This design comes from an exercise in tuning for small area, a short achievable clock period and few clock cycles per item on the open sky130 flow, not from production work.
No run shown here included a check of the RTL's function; only the layout flow was run.
No activity file was given, so power comes from the tool's default toggle rates.

==> flow/design.v (outline; a module is shown in full before it is edited, if it fits) <==
// module iter_multiplier: 790 lines
module iter_multiplier (
    input  logic        clk,
    input  logic        rst_n,
    input  logic        mul_start,
    input  logic [63:0] a,
    input  logic [63:0] b,
    input  logic [1:0]  op,
    input  logic        word,
    input  logic        next,
    output logic [63:0] mul_result,
    output logic        mul_ok,
    output logic        busy
);
  // ...
==> flow/run.sh <==
#!/bin/bash
# synth_recipe.tcl (not shown) runs the flow's synth.tcl, then flattens the netlist and writes it again
# the make line also repeats each setting of config.mk as NAME=value (left out here)
make -C /OpenROAD-flow-scripts/flow DESIGN_CONFIG=/design/flow/config.mk WORK_HOME=/design/flow/orfs CLKGATE_MAP_FILE= SYNTH_SCRIPT=/design/flow/synth_recipe.tcl finish
==> flow/config.mk <==
export PLATFORM = sky130hd
export DESIGN_NAME = iter_multiplier
export DESIGN_NICKNAME = iter_multiplier
export VERILOG_FILES = /design/flow/design.v
export SDC_FILE = /design/flow/constraint.sdc
export NUM_CORES = 4
export LEC_CHECK = 0
export CAP_MARGIN = 20
export CORE_MARGIN = 2
export CORE_UTILIZATION = 40
export SETUP_SLACK_MARGIN = 4
export SLEW_MARGIN = 20
==> flow/constraint.sdc <==
create_clock -name core_clock -period 7.5 [get_ports {clk}]
set_input_delay 1.5000 -clock core_clock [delete_from_list [all_inputs] [get_ports {clk}]]
set_output_delay 1.5000 -clock core_clock [all_outputs]
set_load 0.01 [all_outputs]
==> summary.txt, run 1 <==
Outcome
  – Status: no timing/DRC/antenna violations

Cells and area
  – Post-route cell area: 31,400 sq um
  – Most flops, register: c_q
  – Clkbuf count: 59
  – Non-clock buffers: 237

Power
  – Clock net power: 0.00196 W
  – Max power group: combinational cells
  – Switching Fraction: 0.469
  – Power per cell area: 412 nW/um^2
  – Power Total: 0.0129 W
  – Pleak: 12.8 nW

Route
  – M1 WL: 37,700 um
  – Highest routing layer actually used: met4
  – Number of vias per cell: 5.62

Synthesis
  – Main synth FF type: edfxtp_1
  – Adder-cell area share of the yosys netlist: 0.272
  – Area leader, netlist: fa_1
  – Post-synthesis compound-gate area fraction: 0.151

Global routing
  – Vias in the first global route: 22,300
  – Largest net degree at the start of global routing: 78

Clock network
  – CTS tree: built
  – Hold buffers post-CTS: 0

Critical path
  – Origin of the critical flop-to-flop path: lo_c_q[0]

Die
  – Site row count: 95

Timing
  – Fmax achieved: 0.287 GHz
  – Final Max Slew Viols: 0
==> run 2, diff against run 1 <==
--- a/flow/design.v
+++ b/flow/design.v
@@ -719,25 +719,478 @@
     wire fs329 = e2[66] ^ e3[64] ^ fc258;
     wire fc329 = (e2[66] & e3[64]) | (e2[66] & fc258) | (e3[64] & fc258);
     wire fs330 = 1'b1 ^ e3[65];
     wire fc330 = 1'b1 & e3[65];
     assign ts = {1'b0, e3[66], fs330, fs329, fs328, fc326, fc325, fc324, fc323, fc322, fc321, fc320, fc319, fc318, fc317, fc316, fc315, fc314, fc313, fc312, fc311, fc310, fc309, fc308, fc307, fc306, fc305, fc304, fc303, fc302, fc301, fc300, fc299, fc298, fc297, fc296, fc295, fc294, fc293, fc292, fc291, fc290, fc289, fc288, fc287, fc286, fc285, fc284, fc283, fc282, fc281, fc280, fc279, fc278, fc277, fc276, fc275, fc274, fc273, fc272, fc271, fc270, fc269, fc268, fc267, fc266, fc265, fc264, fc263, fc262, fc261, fc260, fc259, fs259, s_q[0]};
     assign tc = {1'b0, fc330, fc329, fc328, fc327, fs327, fs326, fs325, fs324, fs323, fs322, fs321, fs320, fs319, fs318, fs317, fs316, fs315, fs314, fs313, fs312, fs311, fs310, fs309, fs308, fs307, fs306, fs305, fs304, fs303, fs302, fs301, fs300, fs299, fs298, fs297, fs296, fs295, fs294, fs293, fs292, fs291, fs290, fs289, fs288, fs287, fs286, fs285, fs284, fs283, fs282, fs281, fs280, fs279, fs278, fs277, fs276, fs275, fs274, fs273, fs272, fs271, fs270, fs269, fs268, fs267, fs266, fs265, fs264, fs263, fs262, fs261, fs260, e0[0], c_q[0]};
     wire [9:0]  low10 = {1'b0, lo_s_q, 1'b1} + {1'b0, lo_c_q, cy_q};
     wire [8:0]  low9  = low10[9:1];
-    wire [72:0] hi73 = {s_q[63:0], lo_s_q, 1'b1} + {c_q[63:0], lo_c_q, cy_q};
+    wire        c8 = low9[8];
+    wire [63:0] hi;
+    wire [63:0] ap = s_q[63:0] ^ c_q[63:0];
+    wire [63:0] ag = s_q[63:0] & c_q[63:0];
+    wire sg0_1 = ag[1] | (ap[1] & ag[0]);
+    wire sp0_1 = ap[1] & ap[0];
+    wire sg0_3 = ag[3] | (ap[3] & ag[2]);
+    wire sp0_3 = ap[3] & ap[2];
+    wire sg0_5 = ag[5] | (ap[5] & ag[4]);
+    wire sp0_5 = ap[5] & ap[4];
+    wire sg0_7 = ag[7] | (ap[7] & ag[6]);
+    wire sp0_7 = ap[7] & ap[6];
+    wire sg0_9 = ag[9] | (ap[9] & ag[8]);
+    wire sp0_9 = ap[9] & ap[8];
+    wire sg0_11 = ag[11] | (ap[11] & ag[10]);
+    wire sp0_11 = ap[11] & ap[10];
+    wire sg0_13 = ag[13] | (ap[13] & ag[12]);
+    wire sp0_13 = ap[13] & ap[12];
+    wire sg0_15 = ag[15] | (ap[15] & ag[14]);
+    wire sp0_15 = ap[15] & ap[14];
+    wire sg0_17 = ag[17] | (ap[17] & ag[16]);
+    wire sp0_17 = ap[17] & ap[16];
+    wire sg0_19 = ag[19] | (ap[19] & ag[18]);
+    wire sp0_19 = ap[19] & ap[18];
+    wire sg0_21 = ag[21] | (ap[21] & ag[20]);
+    wire sp0_21 = ap[21] & ap[20];
+    wire sg0_23 = ag[23] | (ap[23] & ag[22]);
+    wire sp0_23 = ap[23] & ap[22];
+    wire sg0_25 = ag[25] | (ap[25] & ag[24]);
+    wire sp0_25 = ap[25] & ap[24];
+    wire sg0_27 = ag[27] | (ap[27] & ag[26]);
+    wire sp0_27 = ap[27] & ap[26];
+    wire sg0_29 = ag[29] | (ap[29] & ag[28]);
+    wire sp0_29 = ap[29] & ap[28];
+    wire sg0_31 = ag[31] | (ap[31] & ag[30]);
+    wire sp0_31 = ap[31] & ap[30];
+    wire sg0_33 = ag[33] | (ap[33] & ag[32]);
+    wire sp0_33 = ap[33] & ap[32];
+    wire sg0_35 = ag[35] | (ap[35] & ag[34]);
+    wire sp0_35 = ap[35] & ap[34];
+    wire sg0_37 = ag[37] | (ap[37] & ag[36]);
+    wire sp0_37 = ap[37] & ap[36];
+    wire sg0_39 = ag[39] | (ap[39] & ag[38]);
+    wire sp0_39 = ap[39] & ap[38];
+    wire sg0_41 = ag[41] | (ap[41] & ag[40]);
+    wire sp0_41 = ap[41] & ap[40];
+    wire sg0_43 = ag[43] | (ap[43] & ag[42]);
+    wire sp0_43 = ap[43] & ap[42];
+    wire sg0_45 = ag[45] | (ap[45] & ag[44]);
+    wire sp0_45 = ap[45] & ap[44];
+    wire sg0_47 = ag[47] | (ap[47] & ag[46]);
+    wire sp0_47 = ap[47] & ap[46];
+    wire sg0_49 = ag[49] | (ap[49] & ag[48]);
+    wire sp0_49 = ap[49] & ap[48];
+    wire sg0_51 = ag[51] | (ap[51] & ag[50]);
+    wire sp0_51 = ap[51] & ap[50];
+    wire sg0_53 = ag[53] | (ap[53] & ag[52]);
+    wire sp0_53 = ap[53] & ap[52];
+    wire sg0_55 = ag[55] | (ap[55] & ag[54]);
+    wire sp0_55 = ap[55] & ap[54];
+    wire sg0_57 = ag[57] | (ap[57] & ag[56]);
+    wire sp0_57 = ap[57] & ap[56];
+    wire sg0_59 = ag[59] | (ap[59] & ag[58]);
+    wire sp0_59 = ap[59] & ap[58];
+    wire sg0_61 = ag[61] | (ap[61] & ag[60]);
+    wire sp0_61 = ap[61] & ap[60];
+    wire sg0_63 = ag[63] | (ap[63] & ag[62]);
+    wire sp0_63 = ap[63] & ap[62];
+    wire sg1_2 = ag[2] | (ap[2] & sg0_1);
+    wire sp1_2 = ap[2] & sp0_1;
+    wire sg1_3 = sg0_3 | (sp0_3 & sg0_1);
+    wire sp1_3 = sp0_3 & sp0_1;
+    wire sg1_6 = ag[6] | (ap[6] & sg0_5);
+    wire sp1_6 = ap[6] & sp0_5;
+    wire sg1_7 = sg0_7 | (sp0_7 & sg0_5);
+    wire sp1_7 = sp0_7 & sp0_5;
+    wire sg1_10 = ag[10] | (ap[10] & sg0_9);
+    wire sp1_10 = ap[10] & sp0_9;
+    wire sg1_11 = sg0_11 | (sp0_11 & sg0_9);
+    wire sp1_11 = sp0_11 & sp0_9;
+    wire sg1_14 = ag[14] | (ap[14] & sg0_13);
+    wire sp1_14 = ap[14] & sp0_13;
+    wire sg1_15 = sg0_15 | (sp0_15 & sg0_13);
+    wire sp1_15 = sp0_15 & sp0_13;
+    wire sg1_18 = ag[18] | (ap[18] & sg0_17);
+    wire sp1_18 = ap[18] & sp0_17;
+    wire sg1_19 = sg0_19 | (sp0_19 & sg0_17);
+    wire sp1_19 = sp0_19 & sp0_17;
+    wire sg1_22 = ag[22] | (ap[22] & sg0_21);
+    wire sp1_22 = ap[22] & sp0_21;
+    wire sg1_23 = sg0_23 | (sp0_23 & sg0_21);
+    wire sp1_23 = sp0_23 & sp0_21;
+    wire sg1_26 = ag[26] | (ap[26] & sg0_25);
+    wire sp1_26 = ap[26] & sp0_25;
+    wire sg1_27 = sg0_27 | (sp0_27 & sg0_25);
+    wire sp1_27 = sp0_27 & sp0_25;
+    wire sg1_30 = ag[30] | (ap[30] & sg0_29);
+    wire sp1_30 = ap[30] & sp0_29;
+    wire sg1_31 = sg0_31 | (sp0_31 & sg0_29);
+    wire sp1_31 = sp0_31 & sp0_29;
+    wire sg1_34 = ag[34] | (ap[34] & sg0_33);
+    wire sp1_34 = ap[34] & sp0_33;
+    wire sg1_35 = sg0_35 | (sp0_35 & sg0_33);
+    wire sp1_35 = sp0_35 & sp0_33;
+    wire sg1_38 = ag[38] | (ap[38] & sg0_37);
+    wire sp1_38 = ap[38] & sp0_37;
+    wire sg1_39 = sg0_39 | (sp0_39 & sg0_37);
+    wire sp1_39 = sp0_39 & sp0_37;
+    wire sg1_42 = ag[42] | (ap[42] & sg0_41);
+    wire sp1_42 = ap[42] & sp0_41;
+    wire sg1_43 = sg0_43 | (sp0_43 & sg0_41);
+    wire sp1_43 = sp0_43 & sp0_41;
+    wire sg1_46 = ag[46] | (ap[46] & sg0_45);
+    wire sp1_46 = ap[46] & sp0_45;
+    wire sg1_47 = sg0_47 | (sp0_47 & sg0_45);
+    wire sp1_47 = sp0_47 & sp0_45;
+    wire sg1_50 = ag[50] | (ap[50] & sg0_49);
+    wire sp1_50 = ap[50] & sp0_49;
+    wire sg1_51 = sg0_51 | (sp0_51 & sg0_49);
+    wire sp1_51 = sp0_51 & sp0_49;
+    wire sg1_54 = ag[54] | (ap[54] & sg0_53);
+    wire sp1_54 = ap[54] & sp0_53;
+    wire sg1_55 = sg0_55 | (sp0_55 & sg0_53);
+    wire sp1_55 = sp0_55 & sp0_53;
+    wire sg1_58 = ag[58] | (ap[58] & sg0_57);
+    wire sp1_58 = ap[58] & sp0_57;
+    wire sg1_59 = sg0_59 | (sp0_59 & sg0_57);
+    wire sp1_59 = sp0_59 & sp0_57;
+    wire sg1_62 = ag[62] | (ap[62] & sg0_61);
+    wire sp1_62 = ap[62] & sp0_61;
+    wire sg1_63 = sg0_63 | (sp0_63 & sg0_61);
+    wire sp1_63 = sp0_63 & sp0_61;
+    wire sg2_4 = ag[4] | (ap[4] & sg1_3);
+    wire sp2_4 = ap[4] & sp1_3;
+    wire sg2_5 = sg0_5 | (sp0_5 & sg1_3);
+    wire sp2_5 = sp0_5 & sp1_3;
+    wire sg2_6 = sg1_6 | (sp1_6 & sg1_3);
+    wire sp2_6 = sp1_6 & sp1_3;
+    wire sg2_7 = sg1_7 | (sp1_7 & sg1_3);
+    wire sp2_7 = sp1_7 & sp1_3;
+    wire sg2_12 = ag[12] | (ap[12] & sg1_11);
+    wire sp2_12 = ap[12] & sp1_11;
+    wire sg2_13 = sg0_13 | (sp0_13 & sg1_11);
+    wire sp2_13 = sp0_13 & sp1_11;
+    wire sg2_14 = sg1_14 | (sp1_14 & sg1_11);
+    wire sp2_14 = sp1_14 & sp1_11;
+    wire sg2_15 = sg1_15 | (sp1_15 & sg1_11);
+    wire sp2_15 = sp1_15 & sp1_11;
+    wire sg2_20 = ag[20] | (ap[20] & sg1_19);
+    wire sp2_20 = ap[20] & sp1_19;
+    wire sg2_21 = sg0_21 | (sp0_21 & sg1_19);
+    wire sp2_21 = sp0_21 & sp1_19;
+    wire sg2_22 = sg1_22 | (sp1_22 & sg1_19);
+    wire sp2_22 = sp1_22 & sp1_19;
+    wire sg2_23 = sg1_23 | (sp1_23 & sg1_19);
+    wire sp2_23 = sp1_23 & sp1_19;
+    wire sg2_28 = ag[28] | (ap[28] & sg1_27);
+    wire sp2_28 = ap[28] & sp1_27;
+    wire sg2_29 = sg0_29 | (sp0_29 & sg1_27);
+    wire sp2_29 = sp0_29 & sp1_27;
+    wire sg2_30 = sg1_30 | (sp1_30 & sg1_27);
+    wire sp2_30 = sp1_30 & sp1_27;
+    wire sg2_31 = sg1_31 | (sp1_31 & sg1_27);
+    wire sp2_31 = sp1_31 & sp1_27;
+    wire sg2_36 = ag[36] | (ap[36] & sg1_35);
+    wire sp2_36 = ap[36] & sp1_35;
+    wire sg2_37 = sg0_37 | (sp0_37 & sg1_35);
+    wire sp2_37 = sp0_37 & sp1_35;
+    wire sg2_38 = sg1_38 | (sp1_38 & sg1_35);
+    wire sp2_38 = sp1_38 & sp1_35;
+    wire sg2_39 = sg1_39 | (sp1_39 & sg1_35);
+    wire sp2_39 = sp1_39 & sp1_35;
+    wire sg2_44 = ag[44] | (ap[44] & sg1_43);
+    wire sp2_44 = ap[44] & sp1_43;
+    wire sg2_45 = sg0_45 | (sp0_45 & sg1_43);
+    wire sp2_45 = sp0_45 & sp1_43;
+    wire sg2_46 = sg1_46 | (sp1_46 & sg1_43);
+    wire sp2_46 = sp1_46 & sp1_43;
+    wire sg2_47 = sg1_47 | (sp1_47 & sg1_43);
+    wire sp2_47 = sp1_47 & sp1_43;
+    wire sg2_52 = ag[52] | (ap[52] & sg1_51);
+    wire sp2_52 = ap[52] & sp1_51;
+    wire sg2_53 = sg0_53 | (sp0_53 & sg1_51);
+    wire sp2_53 = sp0_53 & sp1_51;
+    wire sg2_54 = sg1_54 | (sp1_54 & sg1_51);
+    wire sp2_54 = sp1_54 & sp1_51;
+    wire sg2_55 = sg1_55 | (sp1_55 & sg1_51);
+    wire sp2_55 = sp1_55 & sp1_51;
+    wire sg2_60 = ag[60] | (ap[60] & sg1_59);
+    wire sp2_60 = ap[60] & sp1_59;
+    wire sg2_61 = sg0_61 | (sp0_61 & sg1_59);
+    wire sp2_61 = sp0_61 & sp1_59;
+    wire sg2_62 = sg1_62 | (sp1_62 & sg1_59);
+    wire sp2_62 = sp1_62 & sp1_59;
+    wire sg2_63 = sg1_63 | (sp1_63 & sg1_59);
+    wire sp2_63 = sp1_63 & sp1_59;
+    wire sg3_8 = ag[8] | (ap[8] & sg2_7);
+    wire sp3_8 = ap[8] & sp2_7;
+    wire sg3_9 = sg0_9 | (sp0_9 & sg2_7);
+    wire sp3_9 = sp0_9 & sp2_7;
+    wire sg3_10 = sg1_10 | (sp1_10 & sg2_7);
+    wire sp3_10 = sp1_10 & sp2_7;
+    wire sg3_11 = sg1_11 | (sp1_11 & sg2_7);
+    wire sp3_11 = sp1_11 & sp2_7;
+    wire sg3_12 = sg2_12 | (sp2_12 & sg2_7);
+    wire sp3_12 = sp2_12 & sp2_7;
+    wire sg3_13 = sg2_13 | (sp2_13 & sg2_7);
+    wire sp3_13 = sp2_13 & sp2_7;
+    wire sg3_14 = sg2_14 | (sp2_14 & sg2_7);
+    wire sp3_14 = sp2_14 & sp2_7;
+    wire sg3_15 = sg2_15 | (sp2_15 & sg2_7);
+    wire sp3_15 = sp2_15 & sp2_7;
+    wire sg3_24 = ag[24] | (ap[24] & sg2_23);
+    wire sp3_24 = ap[24] & sp2_23;
+    wire sg3_25 = sg0_25 | (sp0_25 & sg2_23);
+    wire sp3_25 = sp0_25 & sp2_23;
+    wire sg3_26 = sg1_26 | (sp1_26 & sg2_23);
+    wire sp3_26 = sp1_26 & sp2_23;
+    wire sg3_27 = sg1_27 | (sp1_27 & sg2_23);
+    wire sp3_27 = sp1_27 & sp2_23;
+    wire sg3_28 = sg2_28 | (sp2_28 & sg2_23);
+    wire sp3_28 = sp2_28 & sp2_23;
+    wire sg3_29 = sg2_29 | (sp2_29 & sg2_23);
+    wire sp3_29 = sp2_29 & sp2_23;
+    wire sg3_30 = sg2_30 | (sp2_30 & sg2_23);
+    wire sp3_30 = sp2_30 & sp2_23;
+    wire sg3_31 = sg2_31 | (sp2_31 & sg2_23);
+    wire sp3_31 = sp2_31 & sp2_23;
+    wire sg3_40 = ag[40] | (ap[40] & sg2_39);
+    wire sp3_40 = ap[40] & sp2_39;
+    wire sg3_41 = sg0_41 | (sp0_41 & sg2_39);
+    wire sp3_41 = sp0_41 & sp2_39;
+    wire sg3_42 = sg1_42 | (sp1_42 & sg2_39);
+    wire sp3_42 = sp1_42 & sp2_39;
+    wire sg3_43 = sg1_43 | (sp1_43 & sg2_39);
+    wire sp3_43 = sp1_43 & sp2_39;
+    wire sg3_44 = sg2_44 | (sp2_44 & sg2_39);
+    wire sp3_44 = sp2_44 & sp2_39;
+    wire sg3_45 = sg2_45 | (sp2_45 & sg2_39);
+    wire sp3_45 = sp2_45 & sp2_39;
+    wire sg3_46 = sg2_46 | (sp2_46 & sg2_39);
+    wire sp3_46 = sp2_46 & sp2_39;
+    wire sg3_47 = sg2_47 | (sp2_47 & sg2_39);
+    wire sp3_47 = sp2_47 & sp2_39;
+    wire sg3_56 = ag[56] | (ap[56] & sg2_55);
+    wire sp3_56 = ap[56] & sp2_55;
+    wire sg3_57 = sg0_57 | (sp0_57 & sg2_55);
+    wire sp3_57 = sp0_57 & sp2_55;
+    wire sg3_58 = sg1_58 | (sp1_58 & sg2_55);
+    wire sp3_58 = sp1_58 & sp2_55;
+    wire sg3_59 = sg1_59 | (sp1_59 & sg2_55);
+    wire sp3_59 = sp1_59 & sp2_55;
+    wire sg3_60 = sg2_60 | (sp2_60 & sg2_55);
+    wire sp3_60 = sp2_60 & sp2_55;
+    wire sg3_61 = sg2_61 | (sp2_61 & sg2_55);
+    wire sp3_61 = sp2_61 & sp2_55;
+    wire sg3_62 = sg2_62 | (sp2_62 & sg2_55);
+    wire sp3_62 = sp2_62 & sp2_55;
+    wire sg3_63 = sg2_63 | (sp2_63 & sg2_55);
+    wire sp3_63 = sp2_63 & sp2_55;
+    wire sg4_16 = ag[16] | (ap[16] & sg3_15);
+    wire sp4_16 = ap[16] & sp3_15;
+    wire sg4_17 = sg0_17 | (sp0_17 & sg3_15);
+    wire sp4_17 = sp0_17 & sp3_15;
+    wire sg4_18 = sg1_18 | (sp1_18 & sg3_15);
+    wire sp4_18 = sp1_18 & sp3_15;
+    wire sg4_19 = sg1_19 | (sp1_19 & sg3_15);
+    wire sp4_19 = sp1_19 & sp3_15;
+    wire sg4_20 = sg2_20 | (sp2_20 & sg3_15);
+    wire sp4_20 = sp2_20 & sp3_15;
+    wire sg4_21 = sg2_21 | (sp2_21 & sg3_15);
+    wire sp4_21 = sp2_21 & sp3_15;
+    wire sg4_22 = sg2_22 | (sp2_22 & sg3_15);
+    wire sp4_22 = sp2_22 & sp3_15;
+    wire sg4_23 = sg2_23 | (sp2_23 & sg3_15);
+    wire sp4_23 = sp2_23 & sp3_15;
+    wire sg4_24 = sg3_24 | (sp3_24 & sg3_15);
+    wire sp4_24 = sp3_24 & sp3_15;
+    wire sg4_25 = sg3_25 | (sp3_25 & sg3_15);
+    wire sp4_25 = sp3_25 & sp3_15;
+    wire sg4_26 = sg3_26 | (sp3_26 & sg3_15);
+    wire sp4_26 = sp3_26 & sp3_15;
+    wire sg4_27 = sg3_27 | (sp3_27 & sg3_15);
+    wire sp4_27 = sp3_27 & sp3_15;
+    wire sg4_28 = sg3_28 | (sp3_28 & sg3_15);
+    wire sp4_28 = sp3_28 & sp3_15;
+    wire sg4_29 = sg3_29 | (sp3_29 & sg3_15);
+    wire sp4_29 = sp3_29 & sp3_15;
+    wire sg4_30 = sg3_30 | (sp3_30 & sg3_15);
+    wire sp4_30 = sp3_30 & sp3_15;
+    wire sg4_31 = sg3_31 | (sp3_31 & sg3_15);
+    wire sp4_31 = sp3_31 & sp3_15;
+    wire sg4_48 = ag[48] | (ap[48] & sg3_47);
+    wire sp4_48 = ap[48] & sp3_47;
+    wire sg4_49 = sg0_49 | (sp0_49 & sg3_47);
+    wire sp4_49 = sp0_49 & sp3_47;
+    wire sg4_50 = sg1_50 | (sp1_50 & sg3_47);
+    wire sp4_50 = sp1_50 & sp3_47;
+    wire sg4_51 = sg1_51 | (sp1_51 & sg3_47);
+    wire sp4_51 = sp1_51 & sp3_47;
+    wire sg4_52 = sg2_52 | (sp2_52 & sg3_47);
+    wire sp4_52 = sp2_52 & sp3_47;
+    wire sg4_53 = sg2_53 | (sp2_53 & sg3_47);
+    wire sp4_53 = sp2_53 & sp3_47;
+    wire sg4_54 = sg2_54 | (sp2_54 & sg3_47);
+    wire sp4_54 = sp2_54 & sp3_47;
+    wire sg4_55 = sg2_55 | (sp2_55 & sg3_47);
+    wire sp4_55 = sp2_55 & sp3_47;
+    wire sg4_56 = sg3_56 | (sp3_56 & sg3_47);
+    wire sp4_56 = sp3_56 & sp3_47;
+    wire sg4_57 = sg3_57 | (sp3_57 & sg3_47);
+    wire sp4_57 = sp3_57 & sp3_47;
+    wire sg4_58 = sg3_58 | (sp3_58 & sg3_47);
+    wire sp4_58 = sp3_58 & sp3_47;
+    wire sg4_59 = sg3_59 | (sp3_59 & sg3_47);
+    wire sp4_59 = sp3_59 & sp3_47;
+    wire sg4_60 = sg3_60 | (sp3_60 & sg3_47);
+    wire sp4_60 = sp3_60 & sp3_47;
+    wire sg4_61 = sg3_61 | (sp3_61 & sg3_47);
+    wire sp4_61 = sp3_61 & sp3_47;
+    wire sg4_62 = sg3_62 | (sp3_62 & sg3_47);
+    wire sp4_62 = sp3_62 & sp3_47;
+    wire sg4_63 = sg3_63 | (sp3_63 & sg3_47);
+    wire sp4_63 = sp3_63 & sp3_47;
+    wire sg5_32 = ag[32] | (ap[32] & sg4_31);
+    wire sp5_32 = ap[32] & sp4_31;
+    wire sg5_33 = sg0_33 | (sp0_33 & sg4_31);
+    wire sp5_33 = sp0_33 & sp4_31;
+    wire sg5_34 = sg1_34 | (sp1_34 & sg4_31);
+    wire sp5_34 = sp1_34 & sp4_31;
+    wire sg5_35 = sg1_35 | (sp1_35 & sg4_31);
+    wire sp5_35 = sp1_35 & sp4_31;
+    wire sg5_36 = sg2_36 | (sp2_36 & sg4_31);
+    wire sp5_36 = sp2_36 & sp4_31;
+    wire sg5_37 = sg2_37 | (sp2_37 & sg4_31);
+    wire sp5_37 = sp2_37 & sp4_31;
+    wire sg5_38 = sg2_38 | (sp2_38 & sg4_31);
+    wire sp5_38 = sp2_38 & sp4_31;
+    wire sg5_39 = sg2_39 | (sp2_39 & sg4_31);
+    wire sp5_39 = sp2_39 & sp4_31;
+    wire sg5_40 = sg3_40 | (sp3_40 & sg4_31);
+    wire sp5_40 = sp3_40 & sp4_31;
+    wire sg5_41 = sg3_41 | (sp3_41 & sg4_31);
+    wire sp5_41 = sp3_41 & sp4_31;
+    wire sg5_42 = sg3_42 | (sp3_42 & sg4_31);
+    wire sp5_42 = sp3_42 & sp4_31;
+    wire sg5_43 = sg3_43 | (sp3_43 & sg4_31);
+    wire sp5_43 = sp3_43 & sp4_31;
+    wire sg5_44 = sg3_44 | (sp3_44 & sg4_31);
+    wire sp5_44 = sp3_44 & sp4_31;
+    wire sg5_45 = sg3_45 | (sp3_45 & sg4_31);
+    wire sp5_45 = sp3_45 & sp4_31;
+    wire sg5_46 = sg3_46 | (sp3_46 & sg4_31);
+    wire sp5_46 = sp3_46 & sp4_31;
+    wire sg5_47 = sg3_47 | (sp3_47 & sg4_31);
+    wire sp5_47 = sp3_47 & sp4_31;
+    wire sg5_48 = sg4_48 | (sp4_48 & sg4_31);
+    wire sp5_48 = sp4_48 & sp4_31;
+    wire sg5_49 = sg4_49 | (sp4_49 & sg4_31);
+    wire sp5_49 = sp4_49 & sp4_31;
+    wire sg5_50 = sg4_50 | (sp4_50 & sg4_31);
+    wire sp5_50 = sp4_50 & sp4_31;
+    wire sg5_51 = sg4_51 | (sp4_51 & sg4_31);
+    wire sp5_51 = sp4_51 & sp4_31;
+    wire sg5_52 = sg4_52 | (sp4_52 & sg4_31);
+    wire sp5_52 = sp4_52 & sp4_31;
+    wire sg5_53 = sg4_53 | (sp4_53 & sg4_31);
+    wire sp5_53 = sp4_53 & sp4_31;
+    wire sg5_54 = sg4_54 | (sp4_54 & sg4_31);
+    wire sp5_54 = sp4_54 & sp4_31;
+    wire sg5_55 = sg4_55 | (sp4_55 & sg4_31);
+    wire sp5_55 = sp4_55 & sp4_31;
+    wire sg5_56 = sg4_56 | (sp4_56 & sg4_31);
+    wire sp5_56 = sp4_56 & sp4_31;
+    wire sg5_57 = sg4_57 | (sp4_57 & sg4_31);
+    wire sp5_57 = sp4_57 & sp4_31;
+    wire sg5_58 = sg4_58 | (sp4_58 & sg4_31);
+    wire sp5_58 = sp4_58 & sp4_31;
+    wire sg5_59 = sg4_59 | (sp4_59 & sg4_31);
+    wire sp5_59 = sp4_59 & sp4_31;
+    wire sg5_60 = sg4_60 | (sp4_60 & sg4_31);
+    wire sp5_60 = sp4_60 & sp4_31;
+    wire sg5_61 = sg4_61 | (sp4_61 & sg4_31);
+    wire sp5_61 = sp4_61 & sp4_31;
+    wire sg5_62 = sg4_62 | (sp4_62 & sg4_31);
+    wire sp5_62 = sp4_62 & sp4_31;
+    wire sg5_63 = sg4_63 | (sp4_63 & sg4_31);
+    wire sp5_63 = sp4_63 & sp4_31;
+    wire [63:0] acy;
+    assign acy[0] = c8;
+    assign acy[1] = ag[0] | (ap[0] & c8);
+    assign acy[2] = sg0_1 | (sp0_1 & c8);
+    assign acy[3] = sg1_2 | (sp1_2 & c8);
+    assign acy[4] = sg1_3 | (sp1_3 & c8);
+    assign acy[5] = sg2_4 | (sp2_4 & c8);
+    assign acy[6] = sg2_5 | (sp2_5 & c8);
+    assign acy[7] = sg2_6 | (sp2_6 & c8);
+    assign acy[8] = sg2_7 | (sp2_7 & c8);
+    assign acy[9] = sg3_8 | (sp3_8 & c8);
+    assign acy[10] = sg3_9 | (sp3_9 & c8);
+    assign acy[11] = sg3_10 | (sp3_10 & c8);
+    assign acy[12] = sg3_11 | (sp3_11 & c8);
+    assign acy[13] = sg3_12 | (sp3_12 & c8);
+    assign acy[14] = sg3_13 | (sp3_13 & c8);
+    assign acy[15] = sg3_14 | (sp3_14 & c8);
+    assign acy[16] = sg3_15 | (sp3_15 & c8);
+    assign acy[17] = sg4_16 | (sp4_16 & c8);
+    assign acy[18] = sg4_17 | (sp4_17 & c8);
+    assign acy[19] = sg4_18 | (sp4_18 & c8);
+    assign acy[20] = sg4_19 | (sp4_19 & c8);
+    assign acy[21] = sg4_20 | (sp4_20 & c8);
+    assign acy[22] = sg4_21 | (sp4_21 & c8);
+    assign acy[23] = sg4_22 | (sp4_22 & c8);
+    assign acy[24] = sg4_23 | (sp4_23 & c8);
+    assign acy[25] = sg4_24 | (sp4_24 & c8);
+    assign acy[26] = sg4_25 | (sp4_25 & c8);
+    assign acy[27] = sg4_26 | (sp4_26 & c8);
+    assign acy[28] = sg4_27 | (sp4_27 & c8);
+    assign acy[29] = sg4_28 | (sp4_28 & c8);
+    assign acy[30] = sg4_29 | (sp4_29 & c8);
+    assign acy[31] = sg4_30 | (sp4_30 & c8);
+    assign acy[32] = sg4_31 | (sp4_31 & c8);
+    assign acy[33] = sg5_32 | (sp5_32 & c8);
+    assign acy[34] = sg5_33 | (sp5_33 & c8);
+    assign acy[35] = sg5_34 | (sp5_34 & c8);
+    assign acy[36] = sg5_35 | (sp5_35 & c8);
+    assign acy[37] = sg5_36 | (sp5_36 & c8);
+    assign acy[38] = sg5_37 | (sp5_37 & c8);
+    assign acy[39] = sg5_38 | (sp5_38 & c8);
+    assign acy[40] = sg5_39 | (sp5_39 & c8);
+    assign acy[41] = sg5_40 | (sp5_40 & c8);
+    assign acy[42] = sg5_41 | (sp5_41 & c8);
+    assign acy[43] = sg5_42 | (sp5_42 & c8);
+    assign acy[44] = sg5_43 | (sp5_43 & c8);
+    assign acy[45] = sg5_44 | (sp5_44 & c8);
+    assign acy[46] = sg5_45 | (sp5_45 & c8);
+    assign acy[47] = sg5_46 | (sp5_46 & c8);
+    assign acy[48] = sg5_47 | (sp5_47 & c8);
+    assign acy[49] = sg5_48 | (sp5_48 & c8);
+    assign acy[50] = sg5_49 | (sp5_49 & c8);
+    assign acy[51] = sg5_50 | (sp5_50 & c8);
+    assign acy[52] = sg5_51 | (sp5_51 & c8);
+    assign acy[53] = sg5_52 | (sp5_52 & c8);
+    assign acy[54] = sg5_53 | (sp5_53 & c8);
+    assign acy[55] = sg5_54 | (sp5_54 & c8);
+    assign acy[56] = sg5_55 | (sp5_55 & c8);
+    assign acy[57] = sg5_56 | (sp5_56 & c8);
+    assign acy[58] = sg5_57 | (sp5_57 & c8);
+    assign acy[59] = sg5_58 | (sp5_58 & c8);
+    assign acy[60] = sg5_59 | (sp5_59 & c8);
+    assign acy[61] = sg5_60 | (sp5_60 & c8);
+    assign acy[62] = sg5_61 | (sp5_61 & c8);
+    assign acy[63] = sg5_62 | (sp5_62 & c8);
+    assign hi = ap ^ acy;
     logic [63:0] b_d;
     always_comb begin
         b_d = b_q;
         if (idle) begin
             b_d = b;
         end else if (busy_q) begin
             if (fix_q && fixop_q) begin
-                b_d = hi73[72:9];
+                b_d = hi;
             end else begin
                 b_d = {low9[7:0], b_q[63:8]};
                 if (word_q) b_d[31:24] = low9[7:0];
                 if (word_q && fix_q) b_d[63:32] = {32{low9[7]}};
             end
         end
     end
     wire last = word_q ? (cnt_q == 3'd3) : (cnt_q == 3'd7);
==> flow/config.mk (replaced) <==
export PLATFORM = sky130hd
export DESIGN_NAME = iter_multiplier
export DESIGN_NICKNAME = iter_multiplier
export VERILOG_FILES = /design/flow/design.v
export SDC_FILE = /design/flow/constraint.sdc
export NUM_CORES = 4
export LEC_CHECK = 0
export CAP_MARGIN = 20
export CORE_MARGIN = 2
export CORE_UTILIZATION = 40
export SETUP_SLACK_MARGIN = 4.5
export SLEW_MARGIN = 20
==> summary.txt, run 2 <==
Outcome
  – Status: no timing/DRC/antenna violations (unchanged)

Cells and area
  – Final net count: 3,310 (was 3,447)
  – Non-Filler Instances: 3,688 (was 3,813)
  – Multi-input gate area: 17,600 sq um (was 17,700 sq um)
  – Sequential cell area: 7530 sq um (was 7520 sq um)
  – Top Registers: c_q (67), s_q (65) (unchanged)
  – FILL cells: 5,768 (was 6,334)
  – Commonest non-fill, non-tap cells in the layout: 347 x inv_1, 280 x fa_1, 230 x a22oi_1 (was 387 x inv_1, 316 x fa_1, 260 x a22oi_1)
  – Layout cells sized above 1: 0.146 (was 0.0568)
  – Most common cell after layout, fill and taps aside: inv_1 (unchanged)
  – Final Util: 0.502 (was 0.467)
  – Most flops, register: c_q (unchanged)
  – Max reg flops: 67 (unchanged)
  – Area Overhead vs Synth: 24.4% (was 15.3%)
  – Diode count: 0 (unchanged)

Global routing
  – Total gr overflow: 0 (unchanged)
  – Antenna violations before repair: 0 (was 1)
  – Largest net degree at the start of global routing: 94 (was 78)
  – First-pass GRT wire length: 134,000 um (was 137,000 um)
  – Vias in the first global route: 21,300 (was 22,300)
  – Total GRT Usage: 0.263 (was 0.253)

Placed design
  – Post-DP HPWL: 59,800 um (was 65,800 um)
  – Dpl cells: 3,515 (was 3,727)
  – Global placer's final weighted congestion: 0.921 (was 0.943)
  – Port Buf Inserts: 200 (unchanged)

Clock network
  – CTS Root Cell: clkbuf_16 (unchanged)
  – CTS tree: built (unchanged)
  – Hold buffers post-CTS: 0 (unchanged)
  – Worst-Skew Late Latency: 0.57 ns (about the same)
  – H-tree levels: 2 (unchanged)
  – Num Clock Sinks: 299 (unchanged)
  – CTS Buf Count: 38 (was 39)
  – Clock-pin slew on the worst setup and hold paths: 0.06 ns (about the same)
  – Bufs on Longest Clock Path: 3 (unchanged)

Die
  – Die W: 259 um (was 265 um)
  – Site row count: 93 (was 95)
  – I/O pin count: 201 (unchanged)
  – Die area: 67,000 sq um (was 70,200 sq um)
  – Core region area: 64,300 sq um (was 67,300 sq um)
  – Starting Density: 0.403 (was 0.405)
  – Die height: 259 um (was 265 um)

Critical path
  – CP Capture Type: flip-flop (unchanged)
  – CP Launch Type: flip-flop (unchanged)
  – Req. time, crit path: 7.81 ns (was 7.80 ns)
  – CP max FO: 7 (was 3)
  – Critical path arrival: 3.65 ns (was 3.78 ns)
  – Crit Path Category: reg -> reg (unchanged)

Route
  – Mean routed wirelength per cell: 25.2 um (was 23.2 um)
  – First-pass DRT Iterations: 5 (unchanged)
  – Number of vias per cell: 5.66 (was 5.62)
  – Routed via count: 20,900 (was 21,400)
  – Routed WL: 93,000 um (was 88,300 um)
  – Antenna Nets Post-Route: 0 (unchanged)
  – Drt drc: 0 (unchanged)
  – DR iter-0 viols: 2,095 (was 1,996)

Power
  – VDD IR-drop max: 0.175 mV (was 0.173 mV)
  – Net Sw Power: 0.00613 W (was 0.00607 W)
  – P_int: 0.00706 W (was 0.00686 W)
  – Clock power frac: 0.147 (was 0.152)
  – Pleak: 13.6 nW (was 12.8 nW)
  – Logic pwr share: 0.659 (was 0.643)
  – Sequential power share: 0.194 (was 0.205)
  – Power per cell area: 409 nW/um^2 (was 412 nW/um^2)
  – Switching Fraction: 0.465 (was 0.469)
  – Power Total: 0.0132 W (was 0.0129 W)

Synthesis
  – Synth unique cells: 77 (was 69)
  – #FFs+latches synth: 299 (unchanged)
  – Count of flip-flops with a built-in enable after synthesis: 149 (unchanged)
  – Largest cells by area after synthesis: fa_1 22%, edfxtp_1 17%, dfxtp_1 11% (was fa_1 23%, edfxtp_1 16%, dfxtp_1 11%)
  – Count leader, synth: inv_1 (unchanged)
  – Async set-or-reset flop fraction in the synthesized netlist: 0.0100 (unchanged)
  – Post-Syn Area: 26,000 sq um (was 27,200 sq um)
  – Syn_area_per_cell: 9.78 sq um (was 9.55 sq um)
  – Sequential element share of the synthesized area: 0.289 (was 0.275)
  – Post-synthesis cell count: 2,655 (was 2,852)
  – Most frequent cells after synthesis: 350 x inv_1, 288 x fa_1, 264 x a22oi_1 (was 387 x inv_1, 317 x fa_1, 260 x a22oi_1)
  – Post-Synthesis Net Count: 3,162 (was 3,388)
  – Area leader, netlist: fa_1 (unchanged)
  – Yosys top cell area share: 0.222 (was 0.233)
  – Main synth FF type: edfxtp_1 (unchanged)
  – YS warnings: 1 (unchanged)

Timing
  – Fin Setup TNS: 0 ns (unchanged)
  – RSZ-0062 raised after global routing: yes (unchanged)
  – Period utilisation layout: 0.446 (was 0.464)
  – Final setup violation count: 0 (unchanged)
  – Slew headroom: 0.294 (was 0.305)
  – Final Max Slew Viols: 0 (unchanged)
  – Slew @ Worst Pin: 1.06 ns (was 1.04 ns)
  – Clock skew: 0.0134 ns (was 0.0331 ns)
  – Hold Violations, Final: 0 (unchanged)
  – Fmax achieved: 0.299 GHz (was 0.287 GHz)
  – Period minus WS final: 3.34 ns (was 3.48 ns)

Flow run
  – Max-capacitance violation count: 0 (unchanged)

Min path
  – Hold Crit Class: reg -> reg (unchanged)
## run 2: changes by cell type in the layout (fill, tap and decap cells not counted), sizes merged, moves of 8 or more
cell / delta
dlygate4sd2: +46
o21ai: -23
inv: -35
a311oi: +8
xnor2: +40
nand2: -36
fa: -29
xor2: -62
buf: +75
o22ai: -11
nor2: -19
o21a: -13
clkdlybuf4s50: -52
a21oi: -32
## run 2: worst paths after layout
path                          start  endpoint  cells past startpoint  slack, ns
min                        cnt_q[0]  cnt_q[0]                      1       0.45
max                          c_q[8]   b_q[58]                     11       4.16
max in group asynchronous     rst_n      ok_q                      1       6.23
max reg2reg                  c_q[8]   b_q[58]                     11       4.16
min reg2reg                cnt_q[0]  cnt_q[0]                      1       0.45
min in group asynchronous     rst_n     fix_q                      1       1.11
## run 2: layout make-up
| type | count | share of cell area |
|---|---|---|
| clock buffer | 54 | 0.0358 |
| clock inverter | 16 | 0.00453 |
| inverter | 352 | 0.0415 |
| multi-input combinational | 1790 | 0.545 |
| sequential | 299 | 0.233 |
| tap | 855 | 0.0331 |
| timing repair buffer | 321 | 0.106 |
| timing repair inverter | 1 | 0.000271 |
## run 2: critical path, stage by stage, from the launching register on
cell       delay [ns]
dfxtp_1          0.32
ha_4             0.17
fa_2             0.39
a311oi_4         0.36
o31ai_4          0.13
a211oi_4         0.35
o31ai_4          0.13
o2111ai_2        0.28
a21oi_4          0.15
or3_4            0.38
a311oi_4         0.29
o22ai_1          0.11
## run 2: logic make-up (layout without fill, tap and decap cells)
kind of cell    after synthesis  count (layout)  share of synthesized area
xor+xnor                    317             317                      0.107
compound gates              544             544                      0.147
simple gates                539             539                      0.103
mux                          18              18                    0.00704
buf+inv                     566             744                     0.0847
fa+ha+maj                   372             372                      0.263
flops                       299             299                      0.289
## run 2: power by group through the flow
stage / sequential [W] / clock, W / combinational, W
final: 0.00256 / 0.00194 / 0.00869
after global routing: 0.00260 / 0.00202 / 0.00979
after CTS: 0.00256 / 0.00196 / 0.00816
after detailed placement: 0.00263 / 0 / 0.00778
after global placement: 0.00262 / 0 / 0.00765
after floorplan: 0.00241 / 0 / 0.00554
## run 2: timing repair
action	in CTS	in global routing
buffers inserted	41	47
gates cloned	3	12
gates resized for setup	161	189
hold endpoints to repair	0	0
pin swaps	32	91
setup endpoints to repair	248	170
## run 2: per-layer routing
layer,up-vias,global-route usage,routed length [um]
met4,0,0.0917,3710
li1,9120,-,-
met2,1010,0.411,42400
met5,-,0,0
met1,10500,0.354,38600
met3,204,0.0649,8370
## run 2: through the flow
step	setup slack, ns	instance area, sq um	hold WS [ns]
final	4.16	32300	0.449
after global routing	4.07	32300	0.468
after CTS	4.14	30600	0.455
after detailed placement	3.39	28400	0.441
after global placement	3.36	28400	0.432
after floorplan	4.49	26000	0.417
==> run 3, diff against run 2 <==
--- a/flow/config.mk
+++ b/flow/config.mk
@@ -8,5 +8,5 @@
 export CAP_MARGIN = 20
 export CORE_MARGIN = 2
 export CORE_UTILIZATION = 40
-export SETUP_SLACK_MARGIN = 4.5
+export SETUP_SLACK_MARGIN = 4.8
 export SLEW_MARGIN = 20
==> summary.txt, run 3 <==
Outcome
  – Status: no timing/DRC/antenna violations (unchanged)

Placed design
  – Post-DP HPWL: 59,200 um (was 59,800 um)
  – Port Buf Inserts: 200 (unchanged)
  – Global placer's final weighted congestion: 0.920 (was 0.921)
  – Dpl cells: 3,509 (was 3,515)

Synthesis
  – Area leader, netlist: fa_1 (unchanged)
  – Post-synthesis mux area share: 0.00704 (unchanged)
  – YS warnings: 1 (unchanged)
  – Syn_area_per_cell: 9.78 sq um (unchanged)
  – Most frequent cells after synthesis: 350 x inv_1, 288 x fa_1, 264 x a22oi_1 (unchanged)
  – Post-Syn Area: 26,000 sq um (unchanged)
  – Synth unique cells: 77 (unchanged)
  – Main synth FF type: edfxtp_1 (unchanged)
  – Largest family of logic cells by synthesized area: adder cells (unchanged)
  – Sequential element share of the synthesized area: 0.289 (unchanged)
  – Post-Synthesis Net Count: 3,162 (unchanged)
  – Yosys top cell area share: 0.222 (unchanged)
  – Largest cells by area after synthesis: fa_1 22%, edfxtp_1 17%, dfxtp_1 11% (unchanged)
  – Post-synthesis compound-gate area fraction: 0.147 (unchanged)
  – Simple-Gate Fraction of Synth Area: 0.103 (unchanged)
  – #FFs+latches synth: 299 (unchanged)
  – Synth Area in XOR/XNOR: 0.107 (unchanged)
  – Count leader, synth: inv_1 (unchanged)
  – Count of flip-flops with a built-in enable after synthesis: 149 (unchanged)
  – Post-synthesis cell count: 2,655 (unchanged)
  – Async set-or-reset flop fraction in the synthesized netlist: 0.0100 (unchanged)
  – Adder-cell area share of the yosys netlist: 0.263 (unchanged)

Clock network
  – CTS Buf Count: 38 (unchanged)
  – Bufs on Longest Clock Path: 3 (unchanged)
  – CTS Root Cell: clkbuf_16 (unchanged)
  – CTS tree: built (unchanged)
  – Clock-pin slew on the worst setup and hold paths: 0.06 ns (about the same)
  – Worst-Skew Late Latency: 0.59 ns (was 0.57 ns)
  – Num Clock Sinks: 299 (unchanged)
  – H-tree levels: 2 (unchanged)

Timing
  – Period minus WS final: 3.50 ns (was 3.34 ns)
  – Hold Violations, Final: 0 (unchanged)
  – Fin Setup TNS: 0 ns (unchanged)
  – Final Max Slew Viols: 0 (unchanged)
  – Slew @ Worst Pin: 1.05 ns (was 1.06 ns)
  – RSZ-0062 raised after global routing: yes (unchanged)
  – Final setup violation count: 0 (unchanged)
  – Fmax achieved: 0.286 GHz (was 0.299 GHz)
  – Period utilisation layout: 0.467 (was 0.446)
  – Slew headroom: 0.303 (was 0.294)
  – Clock skew: 0.0322 ns (was 0.0134 ns)

Power
  – Power Total: 0.0151 W (was 0.0132 W)
  – VDD IR-drop max: 0.167 mV (was 0.175 mV)
  – Pleak: 14.9 nW (was 13.6 nW)
  – Power per cell area: 416 nW/um^2 (was 409 nW/um^2)

Route
  – Drt drc: 0 (unchanged)
  – Mean routed wirelength per cell: 29.4 um (was 25.2 um)
  – DR iter-0 viols: 2,943 (was 2,095)
  – Number of vias per cell: 6.03 (was 5.66)
  – Routed via count: 23,400 (was 20,900)
  – First-pass DRT Iterations: 6 (was 5)
  – Routed WL: 114,000 um (was 93,000 um)
  – Antenna Nets Post-Route: 0 (unchanged)

Die
  – Site row count: 93 (unchanged)
  – Die W: 259 um (unchanged)
  – I/O pin count: 201 (unchanged)
  – Die height: 259 um (unchanged)
  – Starting Density: 0.403 (unchanged)
  – Die area: 67,000 sq um (unchanged)
  – Core region area: 64,300 sq um (unchanged)

Cells and area
  – Commonest non-fill, non-tap cells in the layout: 286 x inv_1, 188 x nand2_1, 168 x a22oi_1 (was 347 x inv_1, 280 x fa_1, 230 x a22oi_1)
  – Area Overhead vs Synth: 39.9% (was 24.4%)
  – Layout cells sized above 1: 0.346 (was 0.146)
  – Most flops, register: c_q (unchanged)
  – Final Util: 0.564 (was 0.502)
  – Top Registers: c_q (67), s_q (65) (unchanged)
  – Max reg flops: 67 (unchanged)
  – Non-Filler Instances: 3,886 (was 3,688)
  – Most common cell after layout, fill and taps aside: inv_1 (unchanged)
  – Final net count: 3,508 (was 3,310)

Min path
  – Worst Hold Launch: cnt_q[0] (unchanged)
  – Hold Crit Class: reg -> reg (unchanged)

Flow run
  – Max-capacitance violation count: 0 (unchanged)

Global routing
  – Largest net degree at the start of global routing: 190 (was 94)
  – Antenna violations before repair: 4 (was 0)
  – First-pass GRT wire length: 159,000 um (was 134,000 um)
  – Total gr overflow: 0 (unchanged)
  – Vias in the first global route: 23,700 (was 21,300)
  – Total GRT Usage: 0.324 (was 0.263)

Critical path
  – Critical path arrival: 3.83 ns (was 3.65 ns)
  – CP max-delay cell: fa_1 (was fa_2)
  – CP Capture Type: flip-flop (unchanged)
  – Crit Path Category: reg -> reg (unchanged)
  – Origin of the critical flop-to-flop path: s_q[36] (was c_q[8])
  – Crit-path cells: ha_1, fa_1, a31oi_1, o21ai_1, a211oi_2, o31ai_1, nand2_1, a21oi_4, or3_4, a311oi_2, o22ai_1 (was ha_4, fa_2, a311oi_4, o31ai_4, a211oi_4, o31ai_4, o2111ai_2, a21oi_4, or3_4, a311oi_4, o22ai_1)
  – CP max FO: 7 (unchanged)
  – CP Launch Type: flip-flop (unchanged)
  – Req. time, crit path: 7.83 ns (was 7.81 ns)
  – Crit path largest cell delay: 0.48 ns (was 0.39 ns)
  – Crit path launch: s_q[36] (was c_q[8])
==> run 3: cell counts after synthesis <==
Identical to the previous run, type by type.
==> run 3: power by group <==
part | switching, W | internal (W)
Combinational | 0.00576 | 0.00465
Clock | 0.000817 | 0.00124
Sequential | 0.000423 | 0.00221
==> run 3: layout make-up <==
class                   count  area (sq um)
diodes                      1          2.50
repair inverters            1          5.00
clock inverters            20           264
clock buffers              49          1090
repair buffers            518          5910
inverters                 352          1370
multi-input cells        1791         19100
flip-flops and latches    299          7560
fillers                  5121         28000
well taps                 855          1070
==> run 3: final timing paths <==
kind                       slack, ns  cells past startpoint        to
hold reg to reg                 0.45                      1  cnt_q[0]
max in group asynchronous       6.27                      1    busy_q
min in group asynchronous       1.10                      1      ok_q
setup reg to reg                4.00                     11   b_q[58]
setup / recovery                4.00                     11   b_q[58]
hold / removal                  0.45                      1  cnt_q[0]
==> run 3: repair_timing <==
action | CTS | global route
hold endpoints to repair | 0 | 0
pin swaps | 397 | 175
endpoints found under the setup margin | 305 | 229
gates resized for setup | 807 | 255
hold buffers | 0 | 0
setup buffers | 196 | 70
gates cloned | 38 | 3
==> run 3: kinds of logic after synthesis <==
kind of cell,Yosys count
compound gates,544
xor+xnor,317
fa+ha+maj,372
buf+inv,566
flops,299
mux,18
simple gates,539
==> run 3: per-layer routing <==
| metal | up-vias | GRT usage | wire length [um] |
|---|---|---|---|
| met5 | - | 0 | 13 |
| met1 | 11800 | 0.404 | 40900 |
| met2 | 1681 | 0.486 | 48700 |
| met3 | 503 | 0.117 | 15500 |
| li1 | 9503 | - | - |
| met4 | 2 | 0.188 | 9000 |
==> run 3: worst max-delay path, delay by kind of cell (launching register included) <==
family | cells | cell delay [ns]
AOI/OAI and AO/OA | 7 | 1.66
adders and majority gates | 2 | 0.76
and+or+nand+nor | 2 | 0.51
DFF | 1 | 0.30
==> run 3: per-stage QoR <==
step                      worst slack [ns]  area, sq um  hold WS, ns
after detailed placement              3.45        28400        0.450
final                                 4.00        36300        0.454
after floorplan                       4.49        26300        0.417
after global placement                3.49        28400        0.432
after global routing                  3.97        36300        0.488
after CTS                             4.15        34700        0.461

==> port drivers added, routing unchanged <==
In the flow no input, the clock included, has a driving cell. The finished layouts below were timed again as built, in two steps. Step 1 (the two cells are an assumption about what drives the block):
set clk [get_ports {clk}]
set_driving_cell -lib_cell sky130_fd_sc_hd__clkbuf_16 $clk
set_driving_cell -lib_cell sky130_fd_sc_hd__buf_2 [delete_from_list [all_inputs] $clk]
Step 2, shift: input delay + t, output delay - t, t = (earliest + latest rising clock arrival at the registers) / 2. This alone moves slack from input paths to output paths. Slacks: ideal / step 1 / step 2; pairs: ideal / step 1.
| run | t, ns | setup slack, ns | worst hold slack (ns) | clock arrival spread, ns | worst slew at a driven data input, ns |
|---|---|---|---|---|---|
| run 1 | 0.624 | 4.018 / 4.018 / 4.018 | 0.449 / 0.449 / 0.449 | 0.035 / 0.036 | 0.05 |
| run 2 | 0.624 | 4.156 / 4.156 / 4.074 | 0.449 / 0.449 / 0.449 | 0.014 / 0.014 | 0.05 |
| run 3 | 0.637 | 4.001 / 4.001 / 4.001 | 0.454 / 0.454 / 0.454 | 0.034 / 0.034 | 0.06 |
After both steps setup and hold are still met in every run listed. For run 2, which loses most, drivers alone change the setup slack by 0.000 ns; drivers and shift together by -0.082 ns.
